What follows belongs to an exercise in optimizing a design on an open flow for a short achievable clock period and few clock cycles; a production flow would make more cautious choices. Function was checked by simulation only, so behaviour that the tests miss may differ from the original. Power and IR drop assume default switching activity.

## flow/design.v

```verilog
package y86_pkg;
    localparam int word_width   = 64;
    localparam int reg_id_width = 4;
    localparam int code_width   = 4;
    typedef logic [word_width-1:0]   word_t;
    typedef logic [reg_id_width-1:0] reg_id_t;
    localparam reg_id_t reg_none = 4'hf;
    typedef enum logic [code_width-1:0] {
        i_halt   = 4'h0,
        i_nop    = 4'h1,
        i_rrmovq = 4'h2,
        i_irmovq = 4'h3,
        i_rmmovq = 4'h4,
        i_mrmovq = 4'h5,
        i_opq    = 4'h6,
        i_jxx    = 4'h7
    } icode_t;
    typedef enum logic [code_width-1:0] {
        alu_add = 4'h0,
        alu_sub = 4'h1,
        alu_and = 4'h2,
        alu_xor = 4'h3
    } alu_fun_t;
    typedef enum logic [code_width-1:0] {
        c_always = 4'h0,
        c_le     = 4'h1,
        c_l      = 4'h2,
        c_e      = 4'h3,
        c_ne     = 4'h4,
        c_ge     = 4'h5,
        c_g      = 4'h6
    } cond_t;
    typedef enum logic [2:0] {
        s_bub = 3'h0,
        s_aok = 3'h1,
        s_hlt = 3'h2,
        s_adr = 3'h3,
        s_ins = 3'h4
    } stat_t;
    typedef struct packed {
        logic zf;
        logic sf;
        logic of;
    } cc_t;
    typedef struct packed {
        stat_t                 stat;
        logic [code_width-1:0] icode;
        logic [code_width-1:0] ifun;
        reg_id_t               ra;
        reg_id_t               rb;
        word_t                 valc;
        word_t                 valp;
    } decode_reg_t;
    typedef struct packed {
        stat_t                 stat;
        logic [code_width-1:0] icode;
        logic [code_width-1:0] ifun;
        word_t                 valc;
        word_t                 vala;
        word_t                 valb;
        reg_id_t               dst_e;
        reg_id_t               dst_m;
    } execute_reg_t;
    typedef struct packed {
        stat_t   stat;
        logic [code_width-1:0] icode;
        logic    cnd;
        word_t   val_e;
        word_t   val_a;
        reg_id_t dst_e;
        reg_id_t dst_m;
    } memory_reg_t;
    typedef struct packed {
        stat_t   stat;
        word_t   val_e;
        word_t   val_m;
        reg_id_t dst_e;
        reg_id_t dst_m;
    } writeback_reg_t;
    typedef struct packed {
        reg_id_t dst_e;
        word_t   val_e;
        reg_id_t dst_m;
        word_t   val_m;
    } reg_write_t;
    localparam int decode_reg_bits    = 147;
    localparam int execute_reg_bits   = 211;
    localparam int memory_reg_bits    = 144;
    localparam int writeback_reg_bits = 139;
    localparam decode_reg_t decode_bubble = {
        s_bub, i_nop, 4'h0, reg_none, reg_none, 64'h0, 64'h0
    };
    localparam execute_reg_t execute_bubble = {
        s_bub, i_nop, 4'h0, 64'h0, 64'h0, 64'h0, reg_none, reg_none
    };
    localparam memory_reg_t memory_bubble = {
        s_bub, i_nop, 1'b0, 64'h0, 64'h0, reg_none, reg_none
    };
    localparam writeback_reg_t writeback_bubble = {
        s_bub, 64'h0, 64'h0, reg_none, reg_none
    };
    function automatic logic stat_is_exception(input logic [2:0] s);
        stat_is_exception = (s == 3'h2) || (s == 3'h3) || (s == 3'h4);
    endfunction
endpackage
module pipe_reg #(
    parameter int width = 1,
    parameter logic [width-1:0] bubble_value = '0
) (
    input  logic             clock,
    input  logic             reset,
    input  logic             stall,
    input  logic             bubble,
    input  logic [width-1:0] d,
    output logic [width-1:0] q
);
    always_ff @(posedge clock) begin
        if (reset || bubble) begin
            q <= bubble_value;
        end else if (!stall) begin
            q <= d;
        end
    end
endmodule
module fetch_stage (
    input  logic                 clock,
    input  logic                 reset,
    input  logic                 f_stall,
    input  logic [79:0]          imem_bytes,
    input  y86_pkg::memory_reg_t m_reg,
    output y86_pkg::word_t       imem_addr,
    output y86_pkg::decode_reg_t f_out
);
    y86_pkg::word_t                 pred_pc;
    y86_pkg::word_t                 f_pc;
    y86_pkg::word_t                 f_pred_next;
    logic [y86_pkg::code_width-1:0] raw_icode;
    logic                  instr_valid;
    logic                  need_regids;
    logic                  need_valc;
    pipe_reg #(
        .width        (y86_pkg::word_width),
        .bubble_value ('0)
    ) u_pred_pc_reg (
        .clock  (clock),
        .reset  (reset),
        .stall  (f_stall),
        .bubble (1'b0),
        .d      (f_pred_next),
        .q      (pred_pc)
    );
    assign f_pc = (m_reg.icode == y86_pkg::i_jxx && !m_reg.cnd) ? m_reg.val_a : pred_pc;
    assign imem_addr = f_pc;
    assign raw_icode   = imem_bytes[7:4];
    assign instr_valid = raw_icode <= 4'h7;
    assign need_regids = (raw_icode == y86_pkg::i_rrmovq || raw_icode == y86_pkg::i_irmovq || raw_icode == y86_pkg::i_rmmovq || raw_icode == y86_pkg::i_mrmovq || raw_icode == y86_pkg::i_opq);
    assign need_valc   = (raw_icode == y86_pkg::i_irmovq || raw_icode == y86_pkg::i_rmmovq || raw_icode == y86_pkg::i_mrmovq || raw_icode == y86_pkg::i_jxx);
    always_comb begin
        f_out.icode = instr_valid ? raw_icode : y86_pkg::i_nop;
        f_out.ifun  = imem_bytes[3:0];
        f_out.ra    = need_regids ? imem_bytes[15:12] : y86_pkg::reg_none;
        f_out.rb    = need_regids ? imem_bytes[11:8] : y86_pkg::reg_none;
        f_out.valc  = need_regids ? imem_bytes[79:16] : imem_bytes[71:8];
        f_out.valp  = f_pc + 64'd1 + (need_regids ? 64'd1 : 64'd0)
                      + (need_valc ? 64'd8 : 64'd0);
        if (!instr_valid) begin
            f_out.stat = y86_pkg::s_ins;
        end else if (raw_icode == y86_pkg::i_halt) begin
            f_out.stat = y86_pkg::s_hlt;
        end else begin
            f_out.stat = y86_pkg::s_aok;
        end
    end
    assign f_pred_next = (f_out.icode == y86_pkg::i_jxx) ? f_out.valc : f_out.valp;
endmodule
module register_file (
    input  logic                clock,
    input  logic                reset,
    input  y86_pkg::reg_write_t write,
    input  y86_pkg::reg_id_t    src_a,
    input  y86_pkg::reg_id_t    src_b,
    output y86_pkg::word_t      val_a,
    output y86_pkg::word_t      val_b
);
    y86_pkg::word_t regs [0:14];
    always_ff @(posedge clock) begin
        if (reset) begin
            for (int i = 0; i < 15; i++) begin
                regs[i] <= '0;
            end
        end else begin
            if (write.dst_e != y86_pkg::reg_none) begin
                regs[write.dst_e] <= write.val_e;
            end
            if (write.dst_m != y86_pkg::reg_none) begin
                regs[write.dst_m] <= write.val_m;
            end
        end
    end
    assign val_a = (src_a == y86_pkg::reg_none) ? '0 : regs[src_a];
    assign val_b = (src_b == y86_pkg::reg_none) ? '0 : regs[src_b];
endmodule
module decode_stage (
    input  logic                    clock,
    input  logic                    reset,
    input  y86_pkg::decode_reg_t    d_reg,
    input  y86_pkg::reg_id_t        e_dst_e,
    input  y86_pkg::word_t          e_val_e,
    input  y86_pkg::memory_reg_t    m_reg,
    input  y86_pkg::word_t          m_val_m,
    input  y86_pkg::writeback_reg_t w_reg,
    output y86_pkg::reg_id_t        d_src_a,
    output y86_pkg::reg_id_t        d_src_b,
    output y86_pkg::execute_reg_t   e_in,
    output y86_pkg::reg_write_t     reg_write
);
    y86_pkg::word_t rf_val_a;
    y86_pkg::word_t rf_val_b;
    logic  w_ok;
    function automatic y86_pkg::word_t forward(input y86_pkg::reg_id_t src, input y86_pkg::word_t rf_val);
        if (src == y86_pkg::reg_none) forward = rf_val;
        else if (src == e_dst_e) forward = e_val_e;
        else if (src == m_reg.dst_m) forward = m_val_m;
        else if (src == m_reg.dst_e) forward = m_reg.val_e;
        else if (src == w_reg.dst_m) forward = w_reg.val_m;
        else if (src == w_reg.dst_e) forward = w_reg.val_e;
        else forward = rf_val;
    endfunction
    assign w_ok = w_reg.stat == y86_pkg::s_aok;
    assign reg_write.dst_e = w_ok ? w_reg.dst_e : y86_pkg::reg_none;
    assign reg_write.val_e = w_reg.val_e;
    assign reg_write.dst_m = w_ok ? w_reg.dst_m : y86_pkg::reg_none;
    assign reg_write.val_m = w_reg.val_m;
    register_file u_register_file (
        .clock (clock),
        .reset (reset),
        .write (reg_write),
        .src_a (d_src_a),
        .src_b (d_src_b),
        .val_a (rf_val_a),
        .val_b (rf_val_b)
    );
    assign d_src_a = (d_reg.icode == y86_pkg::i_rrmovq || d_reg.icode == y86_pkg::i_rmmovq || d_reg.icode == y86_pkg::i_opq) ? d_reg.ra : y86_pkg::reg_none;
    assign d_src_b = (d_reg.icode == y86_pkg::i_opq || d_reg.icode == y86_pkg::i_rmmovq || d_reg.icode == y86_pkg::i_mrmovq) ? d_reg.rb : y86_pkg::reg_none;
    always_comb begin
        e_in.stat  = d_reg.stat;
        e_in.icode = d_reg.icode;
        e_in.ifun  = d_reg.ifun;
        e_in.valc  = d_reg.valc;
        e_in.vala  = (d_reg.icode == y86_pkg::i_jxx) ? d_reg.valp : forward(d_src_a, rf_val_a);
        e_in.valb  = forward(d_src_b, rf_val_b);
        e_in.dst_e = (d_reg.icode == y86_pkg::i_rrmovq || d_reg.icode == y86_pkg::i_irmovq || d_reg.icode == y86_pkg::i_opq) ? d_reg.rb : y86_pkg::reg_none;
        e_in.dst_m = (d_reg.icode == y86_pkg::i_mrmovq) ? d_reg.ra : y86_pkg::reg_none;
    end
endmodule
module execute_stage (
    input  logic                  clock,
    input  logic                  reset,
    input  y86_pkg::execute_reg_t e_reg,
    input  y86_pkg::stat_t        m_stat,
    input  y86_pkg::stat_t        w_stat,
    output logic                  e_cnd,
    output y86_pkg::reg_id_t      e_dst_e,
    output y86_pkg::word_t        e_val_e,
    output y86_pkg::memory_reg_t  m_in
);
    localparam int msb = y86_pkg::word_width - 1;
    y86_pkg::word_t    alu_a;
    y86_pkg::word_t    alu_b;
    logic [y86_pkg::code_width-1:0] alu_fun;
    y86_pkg::cc_t      cc;
    y86_pkg::cc_t      new_cc;
    logic     set_cc;
    logic     lt;
    assign alu_a = (e_reg.icode == y86_pkg::i_rrmovq || e_reg.icode == y86_pkg::i_opq) ? e_reg.vala : e_reg.valc;
    assign alu_b = (e_reg.icode == y86_pkg::i_rrmovq || e_reg.icode == y86_pkg::i_irmovq) ? '0 : e_reg.valb;
    assign alu_fun = (e_reg.icode == y86_pkg::i_opq) ? e_reg.ifun : y86_pkg::alu_add;
    always_comb begin
        new_cc.of = 1'b0;
        case (alu_fun)
            y86_pkg::alu_sub: begin
                e_val_e = alu_b - alu_a;
                new_cc.of = (alu_a[msb] != alu_b[msb]) && (e_val_e[msb] != alu_b[msb]);
            end
            y86_pkg::alu_and: e_val_e = alu_b & alu_a;
            y86_pkg::alu_xor: e_val_e = alu_b ^ alu_a;
            default: begin
                e_val_e = alu_b + alu_a;
                new_cc.of = (alu_a[msb] == alu_b[msb]) && (e_val_e[msb] != alu_a[msb]);
            end
        endcase
        new_cc.zf = e_val_e == '0;
        new_cc.sf = e_val_e[msb];
    end
    assign set_cc = (e_reg.icode == y86_pkg::i_opq) && !y86_pkg::stat_is_exception(m_stat)
                    && !y86_pkg::stat_is_exception(w_stat);
    always_ff @(posedge clock) begin
        if (reset) begin
            cc <= 3'b100;  
        end else if (set_cc) begin
            cc <= new_cc;
        end
    end
    assign lt = cc.sf ^ cc.of;
    always_comb begin
        case (e_reg.ifun)
            y86_pkg::c_always: e_cnd = 1'b1;
            y86_pkg::c_le:     e_cnd = lt || cc.zf;
            y86_pkg::c_l:      e_cnd = lt;
            y86_pkg::c_e:      e_cnd = cc.zf;
            y86_pkg::c_ne:     e_cnd = !cc.zf;
            y86_pkg::c_ge:     e_cnd = !lt;
            y86_pkg::c_g:      e_cnd = !lt && !cc.zf;
            default:  e_cnd = 1'b0;
        endcase
    end
    assign e_dst_e = (e_reg.icode == y86_pkg::i_rrmovq && !e_cnd) ? y86_pkg::reg_none : e_reg.dst_e;
    assign m_in = {
        e_reg.stat, e_reg.icode, e_cnd, e_val_e, e_reg.vala, e_dst_e, e_reg.dst_m
    };
endmodule
module memory_stage #(
    parameter int dmem_words = 64
) (
    input  logic                    clock,
    input  logic                    reset,
    input  y86_pkg::memory_reg_t    m_reg,
    output y86_pkg::stat_t          m_stat,
    output y86_pkg::word_t          m_val_m,
    output y86_pkg::writeback_reg_t w_in
);
    localparam int    index_width = $clog2(dmem_words);
    localparam y86_pkg::word_t mem_bytes   = y86_pkg::word_t'(8 * dmem_words);
    y86_pkg::word_t                  mem [dmem_words];
    logic [index_width-1:0] word_index;
    logic                   mem_read;
    logic                   mem_write;
    logic                   addr_error;
    assign mem_read   = m_reg.icode == y86_pkg::i_mrmovq;
    assign mem_write  = m_reg.icode == y86_pkg::i_rmmovq;
    assign addr_error = (mem_read || mem_write) && (m_reg.val_e >= mem_bytes);
    assign word_index = m_reg.val_e[index_width+2:3];
    always_ff @(posedge clock) begin
        if (!reset && mem_write && !addr_error && m_reg.stat == y86_pkg::s_aok) begin
            mem[word_index] <= m_reg.val_a;
        end
    end
    assign m_val_m = (mem_read && !addr_error) ? mem[word_index] : '0;
    assign m_stat  = addr_error ? y86_pkg::s_adr : m_reg.stat;
    assign w_in = {
        m_stat, m_reg.val_e, m_val_m, m_reg.dst_e, m_reg.dst_m
    };
endmodule
module hazard_control (
    input  y86_pkg::reg_id_t d_src_a,
    input  y86_pkg::reg_id_t d_src_b,
    input  logic [3:0]       e_icode,
    input  y86_pkg::reg_id_t e_dst_m,
    input  logic             e_cnd,
    input  y86_pkg::stat_t   m_stat,
    input  y86_pkg::stat_t   w_stat,
    output logic             f_stall,
    output logic             d_stall,
    output logic             d_bubble,
    output logic             e_bubble,
    output logic             m_bubble,
    output logic             w_stall
);
    logic load_use;
    logic mispredict;
    assign load_use = (e_icode == y86_pkg::i_mrmovq) && (e_dst_m != y86_pkg::reg_none)
                      && (e_dst_m == d_src_a || e_dst_m == d_src_b);
    assign mispredict = (e_icode == y86_pkg::i_jxx) && !e_cnd;
    assign f_stall  = load_use;
    assign d_stall  = load_use;
    assign d_bubble = mispredict;
    assign e_bubble = mispredict || load_use;
    assign m_bubble = y86_pkg::stat_is_exception(m_stat) || y86_pkg::stat_is_exception(w_stat);
    assign w_stall  = y86_pkg::stat_is_exception(w_stat);
endmodule
module y86_pipeline #(
    parameter int dmem_words = 64
) (
    input  logic                clock,
    input  logic                reset,
    output y86_pkg::word_t      imem_addr,
    input  logic [79:0]         imem_bytes,
    output y86_pkg::reg_write_t reg_write,
    output y86_pkg::stat_t      stat
);
    y86_pkg::decode_reg_t    f_out;
    y86_pkg::decode_reg_t    d_reg;
    y86_pkg::execute_reg_t   e_in;
    y86_pkg::execute_reg_t   e_reg;
    y86_pkg::memory_reg_t    m_in;
    y86_pkg::memory_reg_t    m_reg;
    y86_pkg::writeback_reg_t w_in;
    y86_pkg::writeback_reg_t w_reg;
    y86_pkg::reg_id_t        d_src_a;
    y86_pkg::reg_id_t        d_src_b;
    y86_pkg::reg_id_t        e_dst_e;
    y86_pkg::word_t          e_val_e;
    logic           e_cnd;
    y86_pkg::stat_t          m_stat;
    y86_pkg::word_t          m_val_m;
    logic           f_stall;
    logic           d_stall;
    logic           d_bubble;
    logic           e_bubble;
    logic           m_bubble;
    logic           w_stall;
    fetch_stage u_fetch (
        .clock (clock), .reset (reset), .f_stall (f_stall), .imem_bytes (imem_bytes),
        .m_reg (m_reg), .imem_addr (imem_addr), .f_out (f_out)
    );
    pipe_reg #(.width(y86_pkg::decode_reg_bits), .bubble_value(y86_pkg::decode_bubble)) u_d_reg (
        .clock (clock), .reset (reset), .stall (d_stall), .bubble (d_bubble),
        .d (f_out), .q (d_reg)
    );
    decode_stage u_decode (
        .clock (clock), .reset (reset), .d_reg (d_reg), .e_dst_e (e_dst_e),
        .e_val_e (e_val_e), .m_reg (m_reg), .m_val_m (m_val_m), .w_reg (w_reg),
        .d_src_a (d_src_a), .d_src_b (d_src_b), .e_in (e_in), .reg_write (reg_write)
    );
    pipe_reg #(.width(y86_pkg::execute_reg_bits), .bubble_value(y86_pkg::execute_bubble)) u_e_reg (
        .clock (clock), .reset (reset), .stall (1'b0), .bubble (e_bubble),
        .d (e_in), .q (e_reg)
    );
    execute_stage u_execute (
        .clock (clock), .reset (reset), .e_reg (e_reg), .m_stat (m_stat),
        .w_stat (w_reg.stat), .e_cnd (e_cnd), .e_dst_e (e_dst_e),
        .e_val_e (e_val_e), .m_in (m_in)
    );
    pipe_reg #(.width(y86_pkg::memory_reg_bits), .bubble_value(y86_pkg::memory_bubble)) u_m_reg (
        .clock (clock), .reset (reset), .stall (1'b0), .bubble (m_bubble),
        .d (m_in), .q (m_reg)
    );
    memory_stage #(.dmem_words(dmem_words)) u_memory (
        .clock (clock), .reset (reset), .m_reg (m_reg), .m_stat (m_stat),
        .m_val_m (m_val_m), .w_in (w_in)
    );
    pipe_reg #(.width(y86_pkg::writeback_reg_bits), .bubble_value(y86_pkg::writeback_bubble)) u_w_reg (
        .clock (clock), .reset (reset), .stall (w_stall), .bubble (1'b0),
        .d (w_in), .q (w_reg)
    );
    hazard_control u_hazard (
        .d_src_a (d_src_a), .d_src_b (d_src_b), .e_icode (e_reg.icode),
        .e_dst_m (e_reg.dst_m), .e_cnd (e_cnd), .m_stat (m_stat), .w_stat (w_reg.stat),
        .f_stall (f_stall), .d_stall (d_stall), .d_bubble (d_bubble),
        .e_bubble (e_bubble), .m_bubble (m_bubble), .w_stall (w_stall)
    );
    assign stat = (w_reg.stat == y86_pkg::s_bub) ? y86_pkg::s_aok : w_reg.stat;
endmodule
```

## flow/run.sh

```bash
#!/bin/bash
# synth_recipe.tcl (not shown) runs the flow's synth.tcl, then flattens the netlist and writes it again
# the make line also repeats each setting of config.mk as NAME=value (left out here)
make -C /OpenROAD-flow-scripts/flow DESIGN_CONFIG=/design/flow/config.mk WORK_HOME=/design/flow/orfs CLKGATE_MAP_FILE= SYNTH_SCRIPT=/design/flow/synth_recipe.tcl finish
```

## flow/config.mk

```make
export PLATFORM = sky130hd
export DESIGN_NAME = y86_pipeline
export DESIGN_NICKNAME = y86_pipeline
export VERILOG_FILES = /design/flow/design.v
export SDC_FILE = /design/flow/constraint.sdc
export NUM_CORES = 8
export LEC_CHECK = 0
export CAP_MARGIN = 20
export CORE_MARGIN = 2
export CORE_UTILIZATION = 30
export PLACE_DENSITY = 0.5
export SLEW_MARGIN = 20
```

## flow/constraint.sdc

```tcl
create_clock -name core_clock -period 9.0 [get_ports {clock}]
set_input_delay 1.8000 -clock core_clock [delete_from_list [all_inputs] [get_ports {clock}]]
set_output_delay 1.8000 -clock core_clock [all_outputs]
set_load 0.01 [all_outputs]
```

==> results.json <==
{
  "routed_via_count": 196717,
  "critPathKind": "reg2reg",
  "worstSetupStartpoint": "u_e_reg.q[205]$_SDFF_PP0_",
  "totalWireLength_mm": 1190,
  "cellPowerDensity_mw_per_mm2": 198,
  "io-pin-count": 285,
  "hold_end": "u_m_reg.q[141]$_SDFF_PP0_",
  "antenna_found_initial": 78,
  "synth_async_sr_flop_share": 0,
  "critical_path.reg2reg.endpoint": "u_execute.cc[2]$_SDFFE_PP1P_",
  "holdCritStartpoint": "u_e_reg.q[208]$_SDFF_PP0_",
  "synth_enable_flop_cells": 5120,
  "grt-busiest-layer": "met2",
  "die-area_sq_mm": 0.846,
  "htreeDepth": 6,
  "ratio_of_routed_vias_to_standard_cells": 6.01,
  "grt_pass1_vias": 182454,
  "reg2reg_setup_slack_ps": 1550,
  "detail_route.wl_per_cell_um": 36.2,
  "rsz_0062_raised_after_global_routing": "no",
  "post_route_cells_drive_above_1_share": 0.0914,
  "gr-usage-all-layers": 0.266,
  "crit_path_end_kind": "register",
  "buffer_ports.inserted": 284,
  "cts_setup_buffers": 0,
  "p_leak_nw": 88.0,
  "drc": 0,
  "hp-class": "reg2reg",
  "grt_util_met3": 0.0682,
  "core_region_area_sq_mm": 0.837,
  "mappedNetlistArea_sq_mm": 0.252,
  "cts_tree": "yes",
  "fmax_mhz": 134,
  "synthDistinctLibCells": 110,
  "gr-usage-met1": 0.353,
  "pin_count_of_the_biggest_net_entering_global_routing": 150,
  "synth.largest_area_cell": "edfxtp_1",
  "yosys_warnings": 11,
  "reg2reg_depth": 18,
  "std_cell_rows": 336,
  "numCtsBuffers": 617,
  "tritoncts_num_sinks": 5828,
  "global_route.overflow_total": 0,
  "final_net_count": 21285,
  "detail_route.iter0.violations": 30215,
  "synth.top_cells.by_area": "edfxtp_1 61%, dfxtp_1 5.6%, o22ai_1 5.6%",
  "fin_setup_tns_ps": 0,
  "cells_on_worst_hold_path": 1,
  "die_y_um": 920,
  "worst_skew_pair.late_latency_ps": 1170,
  "globalplace.congestion": 0.984,
  "layout.cells.non_filler": 32742,
  "setup_viol": 0,
  "initial_core_util": 0.301,
  "synth_top_area_share": 0.611,
  "detailed_place_hpwl_mm": 715,
  "chipWidth_um": 920,
  "status": "timing/DRC/antenna clean",
  "count_of_tritonroute_iterations_in_the_first_routing_pass": 9,
  "dpl_worst_slack_ps": 1740,
  "max_clock_skew_ps": 108,
  "clock_tree.root_cell": "clkbuf_16",
  "final.min_clock_period_ps": 7450,
  "postCtsHoldBufs": 0,
  "finalWorstSetupSlack_ps": 1550,
  "drt.antenna.violating_nets": 0,
  "placedCellCount": 31607,
  "irDropWorstVdd_mv": 0.206,
  "timing_worst_slew_pin_value_ps": 1330,
  "ys.flop_type": "edfxtp_1",
  "grt_first_pass_wirelength_mm": 1590,
  "layout-area-overhead-vs-synth_pct": 14.7,
  "ys_seq_area_frac": 0.667,
  "timing.max_cap.violations": 0,
  "layout_worst_path_cycle_share": 0.828,
  "post_cts.resized_instances": 0,
  "grt.met2_usage": 0.409,
  "maxSlewViolCount": 0,
  "hold_violations": 0,
  "clock_tree.buffer_depth": 4,
  "crit_path_max_fanout": 45,
  "clk_pin_slew_worst_paths_ps": 70,
  "ys_seq_elements": 5828,
  "kind_of_launch_point_of_the_worst_setup_path": "register",
  "postSynthCellCount": 21467,
  "slew_headroom": 0.106,
  "timing.rr.start": "u_e_reg.q[205]$_SDFF_PP0_",
  "critical_path_required_ps": 10070,
  "cp_data_arrival_time_ps": 8520,
  "syn_area_per_cell_sq_um": 11.7
}
[Yosys cell counts (40+ instances only)]
library cell / instances
edfxtp_1: 5120
a21o_1: 41
o22ai_1: 2237
nor2b_1: 40
nand4_1: 61
nor4_1: 475
mux2i_1: 167
a311o_1: 51
a22oi_1: 116
a32oi_1: 50
a221oi_1: 317
nand3_1: 364
clkbuf_1: 1703
nor3_1: 348
dfxtp_1: 708
a31oi_1: 123
xnor2_1: 142
a311oi_1: 136
or3_1: 57
a21oi_1: 907
o211ai_1: 104
a211oi_1: 376
buf_4: 134
o21ai_0: 902
inv_1: 212
a22o_1: 446
buf_1: 273
and2_1: 188
o31ai_1: 43
and3_1: 239
ha_1: 129
nand2_1: 3589
nor2_1: 1192
[sequential cells by signal (all words and copies together) (netlist names)]
register and flops:
u_decode.u_register_file.regs 1024, u_execute.cc 3, u_m_reg.q 144, u_w_reg.q 139
u_e_reg.q 211, u_fetch.u_pred_pc_reg.q 64, u_d_reg.q 147, u_memory.mem 4096
[area by class of cell]
class	count	area, sq um
well taps	11154	14000
flip-flops and latches	5828	168000
fillers	82475	548000
clock buffers	793	16400
clock inverters	306	3100
repair buffers	1054	10100
inverters	217	815
multi-input cells	13356	76100
diodes	34	85.1
[power by group]
part           switching [mW]  total (mW)  internal [mW]
sequential              0.225        29.5           29.3
combinational            1.73        2.32          0.590
clock                    11.3        25.4           14.0
[cells by family after synthesis]
family          share of synthesized area
simple gates                        0.117
compound gates                      0.160
flops                               0.667
buf+inv                            0.0371
mux                               0.00727
xor+xnor                          0.00546
fa+ha+maj                         0.00649
other cells                     0.0000149
[placed cells by master, fill, tap and decap left out, types with 93 or more instances in the layout]
master           synthesis  routed
a211oi_1               376     375
a21oi_1                907     906
a221oi_1               317     316
a22o_1                 446     446
a22oi_1                116     116
a311oi_1               136     136
a31oi_1                123     123
and2_1                 188     188
and3_1                 239     239
buf_12                   0     117
buf_4                  134     645
clkbuf_1              1703     148
clkbuf_16                0     623
clkdlybuf4s50_1          0     283
clkinv_1                 4     128
dfxtp_1                708     636
edfxtp_1              5120    5120
ha_1                   129     129
inv_1                  212     212
mux2i_1                167     163
nand2_1               3589    3577
nand3_1                364     360
nor2_1                1192    1095
nor2_4                   0      93
nor3_1                 348     332
nor4_1                 475     443
o211ai_1               104     104
o21ai_0                902     882
o22ai_1               2237    2237
xnor2_1                142     142
[metrics by stage]
stage          hold WS, ps  utilization  total power [mW]  cell area (sq um)
2_1_floorplan          406            -              31.2             252000
3_3_place_gp           410        0.321              32.3             269000
3_5_place_dp           410        0.322              32.3             269000
4_1_cts                420        0.345              57.2             289000
5_1_grt                428        0.345              58.4             289000
6_report               416        0.345              57.2             289000
[metal layers]
metal	vias up	wire, um
met3	2550	134000
met4	40	67200
met2	12793	521000
met5	-	534
met1	100238	464000
li1	81096	-
[worst max-delay path by stage]
stage | to | slack [ps] | cells after the start
after floorplan | u_decode.u_register_file.regs[12][0]$_DFFE_PP_ | 1450 | 3
after global placement | u_execute.cc[2]$_SDFFE_PP1P_ | 700 | 20
after detailed placement | u_execute.cc[2]$_SDFFE_PP1P_ | 1740 | 19
after CTS | u_execute.cc[2]$_SDFFE_PP1P_ | 1720 | 19
after global routing | u_execute.cc[2]$_SDFFE_PP1P_ | 1450 | 18
final | u_execute.cc[2]$_SDFFE_PP1P_ | 1550 | 18
[worst max-delay path, stage by stage (launching register included)]
cell       delay, ps
dfxtp_1          510
or3b_4           720
and2_1           330
ha_1             470
a21oi_1          430
o21ai_0          200
a211oi_2         640
xnor2_1          190
o22ai_1          110
a2111oi_0       1020
nand4b_1         370
or4b_1           630
nor4_2           400
nand4b_1         300
nor4_1           440
buf_2            260
buf_4            130
nand4_1           90
o21ai_1          130
Testbench counts, summed over its fixed seeds: cycles 46,103.

-- port drivers added, routing unchanged --
The flow's constraints put no driver on any port. The routed layout listed below was extracted and timed again, unchanged, in two steps. Step 1: set_driving_cell puts a clkbuf_16 on clock and a buf_2 on each other input, an assumption about the parent block. Step 2 also shifts input and output timing later by t, the mid clock arrival at the registers, as if the neighbouring blocks saw the same clock. Slacks: ideal / step 1 / step 2; pairs: ideal / step 1.
t, ns: 1.242
setup WS [ns]: 1.550 / 1.550 / 1.550
latest minus earliest clock arrival (ns): 0.117 / 0.117
After both steps this run still meets setup and hold. The setup slack of this run moves by 0.000 ns with the drivers and by 0.000 ns with both steps.
